Source: an optimization exercise on an open RTL-to-GDS flow (aim: small area). Production flows keep margins and buffers that such runs may drop. Only simulation tests tie the RTL to the original design; equivalence was not proved. Power figures rest on the tool's default switching activity, not on a simulated workload.

## run a
==> module param_weight_buffer, before the edit <==
module param_weight_buffer #(
  parameter int DW    = 8,
  parameter int LANES = 11,
  parameter int TAPS  = 7,
  parameter int WPB   = 9
) (
  input  logic                 clk,
  input  logic                 rst,
  input  logic                 weight_valid,
  input  logic [WPB*DW-1:0]    weight_i,
  output logic                 weight_ready,
  input  logic                 swap,
  input  logic                 en_cnt,
  output logic                 shadow_full,
  output logic                 active_valid,
  output logic                 tap_last,
  output logic [LANES*DW-1:0]  para_weight_o
);
  localparam int c_NWORDS = LANES * TAPS;
  localparam int c_NBEATS = (c_NWORDS + WPB - 1) / WPB;
  localparam int c_TIW    = (TAPS > 1) ? $clog2(TAPS) : 1;
  localparam logic [c_NBEATS-1:0] c_BEAT0   = c_NBEATS'(1);
  localparam logic [c_NBEATS-1:0] c_BEAT0_N = ~c_BEAT0;
  logic                full_q, full_n_q;
  logic [c_NBEATS-1:0] beat_q, beat_n_q;
  logic [c_TIW-1:0]    tap_q;
  logic                active_valid_q;
  logic                act_inv_q;
  logic w_accept;
  logic w_swap_acc;
  assign weight_ready = full_n_q;
  assign shadow_full  = full_q;
  assign w_accept     = weight_valid & full_n_q;
  assign w_swap_acc   = swap & full_q;
  always_ff @(posedge clk) begin
    if (rst) begin
      full_q         <= 1'b0;
      full_n_q       <= 1'b1;
      beat_q         <= c_BEAT0;
      beat_n_q       <= c_BEAT0_N;
      tap_q          <= '0;
      active_valid_q <= 1'b0;
      act_inv_q      <= 1'b1;
    end else begin
      if (w_swap_acc) begin
        full_q   <= 1'b0;
        full_n_q <= 1'b1;
        beat_q   <= c_BEAT0;
        beat_n_q <= c_BEAT0_N;
      end else if (w_accept) begin
        if (beat_q[c_NBEATS-1]) begin
          full_q   <= 1'b1;
          full_n_q <= 1'b0;
        end
        beat_q   <= {beat_q[c_NBEATS-2:0], 1'b0};
        beat_n_q <= {beat_n_q[c_NBEATS-2:0], 1'b1};
      end
      if (w_swap_acc) begin
        tap_q          <= '0;
        active_valid_q <= 1'b1;
      end else if (en_cnt) begin
        if (tap_q == c_TIW'(TAPS - 1)) tap_q <= '0;
        else                           tap_q <= tap_q + 1'b1;
      end
      act_inv_q <= w_swap_acc | ~act_inv_q;
    end
  end
  assign active_valid = active_valid_q;
  assign tap_last     = (tap_q == c_TIW'(TAPS - 1));
  logic [c_NBEATS-1:0] w_sh_we, w_sh_hold;
  for (genvar b = 0; b < c_NBEATS; b++) begin : g_beat
    assign w_sh_we[b]   = weight_valid & beat_q[b];
    assign w_sh_hold[b] = ~weight_valid | beat_n_q[b];
  end
  logic w_act_ld, w_act_rot, w_act_hold;
  assign w_act_ld   = ~rst & swap & full_q;
  assign w_act_rot  = ~rst & (~swap | full_n_q) & en_cnt;
  assign w_act_hold = ~rst & (~swap | full_n_q) & ~en_cnt;
  for (genvar l = 0; l < LANES; l++) begin : g_lane
    logic [DW-1:0] w_act [TAPS];
    for (genvar t = 0; t < TAPS; t++) begin : g_tap
      localparam int c_K    = l * TAPS + t;
      localparam int c_BEAT = c_K / WPB;
      localparam int c_WORD = c_K % WPB;
      logic [DW-1:0] shadow_q;
      logic [DW-1:0] active_q;
      logic [DW-1:0] w_act_d;
      always_ff @(posedge clk) begin
        shadow_q <= (weight_i[c_WORD*DW +: DW] & {DW{w_sh_we[c_BEAT]}})
                  | (shadow_q & {DW{w_sh_hold[c_BEAT]}});
        active_q <= w_act_d;
      end
      pwb_act_sel #(.DW(DW)) u_act_sel (
        .ld_i   (w_act_ld),
        .rot_i  (w_act_rot),
        .hold_i (w_act_hold),
        .ld_d_i (shadow_q),
        .rot_d_i(w_act[(t+1)%TAPS]),
        .q_i    (active_q),
        .d_o    (w_act_d)
      );
      assign w_act[t] = active_q;
    end
    assign para_weight_o[l*DW +: DW] = w_act[0] ^ {DW{act_inv_q}};
  end
endmodule
clock: 6.0 ns
lec_check: 0
cap_margin: 20
core_margin: 2
core_utilization: 60
slew_margin: 20
synth_hierarchical: 1
synth_minimum_keep_size: 0
standard.sh (not shown) runs the stock make flow with config.mk's settings and CLKGATE_MAP_FILE= SYNTH_SCRIPT=/design/flow/synth_recipe.tcl, a recipe that flattens the netlist after the stock synthesis.
==> flow/flow/run.sh <==
#!/bin/bash
# Standard ORFS layout with two changes: ports are buffered with the smallest
# buffer (buf_1) instead of the resizer's default pick, and clock tree
# synthesis uses clkbuf_8 over sink clusters of up to 16 without dummy loads.
set -euo pipefail
export BUFFER_PORTS_ARGS="-buffer_cell sky130_fd_sc_hd__buf_1"
export CTS_ARGS="-sink_clustering_enable -repair_clock_nets -dont_use_dummy_load -buf_list sky130_fd_sc_hd__clkbuf_8 -sink_clustering_size 16 -sink_clustering_max_diameter 50"
bash standard.sh > standard_flow.log 2>&1
Run a finished all stages; the layout is clean.
Setup changes, run a to run b
diff --git a/flow/design.v b/flow/design.v
--- a/flow/design.v
+++ b/flow/design.v
@@ -24,11 +24,11 @@
   localparam logic [c_NBEATS-1:0] c_BEAT0_N = ~c_BEAT0;
   logic                full_q, full_n_q;
   logic [c_NBEATS-1:0] beat_q, beat_n_q;
   logic [c_TIW-1:0]    tap_q;
   logic                active_valid_q;
-  logic                act_inv_q;
+  logic                inv_q;
   logic w_accept;
   logic w_swap_acc;
   assign weight_ready = full_n_q;
   assign shadow_full  = full_q;
   assign w_accept     = weight_valid & full_n_q;
@@ -39,11 +39,11 @@
       full_n_q       <= 1'b1;
       beat_q         <= c_BEAT0;
       beat_n_q       <= c_BEAT0_N;
       tap_q          <= '0;
       active_valid_q <= 1'b0;
-      act_inv_q      <= 1'b1;
+      inv_q      <= 1'b1;
     end else begin
       if (w_swap_acc) begin
         full_q   <= 1'b0;
         full_n_q <= 1'b1;
         beat_q   <= c_BEAT0;
@@ -61,15 +61,17 @@
         active_valid_q <= 1'b1;
       end else if (en_cnt) begin
         if (tap_q == c_TIW'(TAPS - 1)) tap_q <= '0;
         else                           tap_q <= tap_q + 1'b1;
       end
-      act_inv_q <= w_swap_acc | ~act_inv_q;
+      inv_q <= ~inv_q;
     end
   end
   assign active_valid = active_valid_q;
   assign tap_last     = (tap_q == c_TIW'(TAPS - 1));
+  logic [WPB*DW-1:0] w_wdata;
+  assign w_wdata = weight_i ^ {(WPB*DW){inv_q}};
   logic [c_NBEATS-1:0] w_sh_we, w_sh_hold;
   for (genvar b = 0; b < c_NBEATS; b++) begin : g_beat
     assign w_sh_we[b]   = weight_valid & beat_q[b];
     assign w_sh_hold[b] = ~weight_valid | beat_n_q[b];
   end
@@ -85,12 +87,12 @@
       localparam int c_WORD = c_K % WPB;
       logic [DW-1:0] shadow_q;
       logic [DW-1:0] active_q;
       logic [DW-1:0] w_act_d;
       always_ff @(posedge clk) begin
-        shadow_q <= (weight_i[c_WORD*DW +: DW] & {DW{w_sh_we[c_BEAT]}})
-                  | (shadow_q & {DW{w_sh_hold[c_BEAT]}});
+        shadow_q <= ~((w_wdata[c_WORD*DW +: DW] & {DW{w_sh_we[c_BEAT]}})
+                    | (shadow_q & {DW{w_sh_hold[c_BEAT]}}));
         active_q <= w_act_d;
       end
       pwb_act_sel #(.DW(DW)) u_act_sel (
         .ld_i   (w_act_ld),
         .rot_i  (w_act_rot),
@@ -100,11 +102,11 @@
         .q_i    (active_q),
         .d_o    (w_act_d)
       );
       assign w_act[t] = active_q;
     end
-    assign para_weight_o[l*DW +: DW] = w_act[0] ^ {DW{act_inv_q}};
+    assign para_weight_o[l*DW +: DW] = w_act[0] ^ {DW{inv_q}};
   end
 endmodule
 module pwb_act_sel #(
   parameter int DW = 8
 ) (
[summary]
Summary of run b over run a: utilization picked up an extra 0.95 points; power of the combinational group picked up an extra about 54%; clock tree buffer count of the final layout lost about 4.6%; detailed-route wire length per cell lost 2.9%.
Run b — synthesized area about 0.35% lower, run a as reference
A capturing instance or port of the critical path of para_weight_o[43] is what run a shows, while para_weight_o[79] belongs to run b.
Measured against each other, run a and run b differ in complex-gate fraction of the synthesized area, the higher figure coming from run a.
act_inv_q$_SDFF_PP1_ as the origin of the worst setup path was reported by run a, and inv_q$_SDFF_PP1_ by run b.
On run b: shortest clock period the worst path allows after layout is 0.12 ns higher than what run a gave.
In terms of number of nets produced by synthesis, run a and run b differ only marginally.
Min final-layout clock-cell area share across run a and run b: run b

separate check: timing with driven ports:
In the flow no input, the clock included, has a driving cell. The finished layouts below were timed again as built, in two steps. Step 1 assumes that a clkbuf_16 drives the clock port and a buf_2 every other input. Step 2 moves the port delays by t, midway between the first and last clock arrival at a register: inputs arrive t later, outputs are due t later. That takes back most of the time a late clock gives input paths. a / b / c = ideal / step 1 / step 2; a / b = the first two.
run | t, ns | setup slack, ns | worst register clock-pin slew, ns
run a | 0.786 | 2.025 / 1.959 / 2.314 | 0.10 / 0.10
run b | 0.760 | 1.902 / 1.842 / 2.265 | 0.10 / 0.10
After both steps every run listed still meets setup and hold.
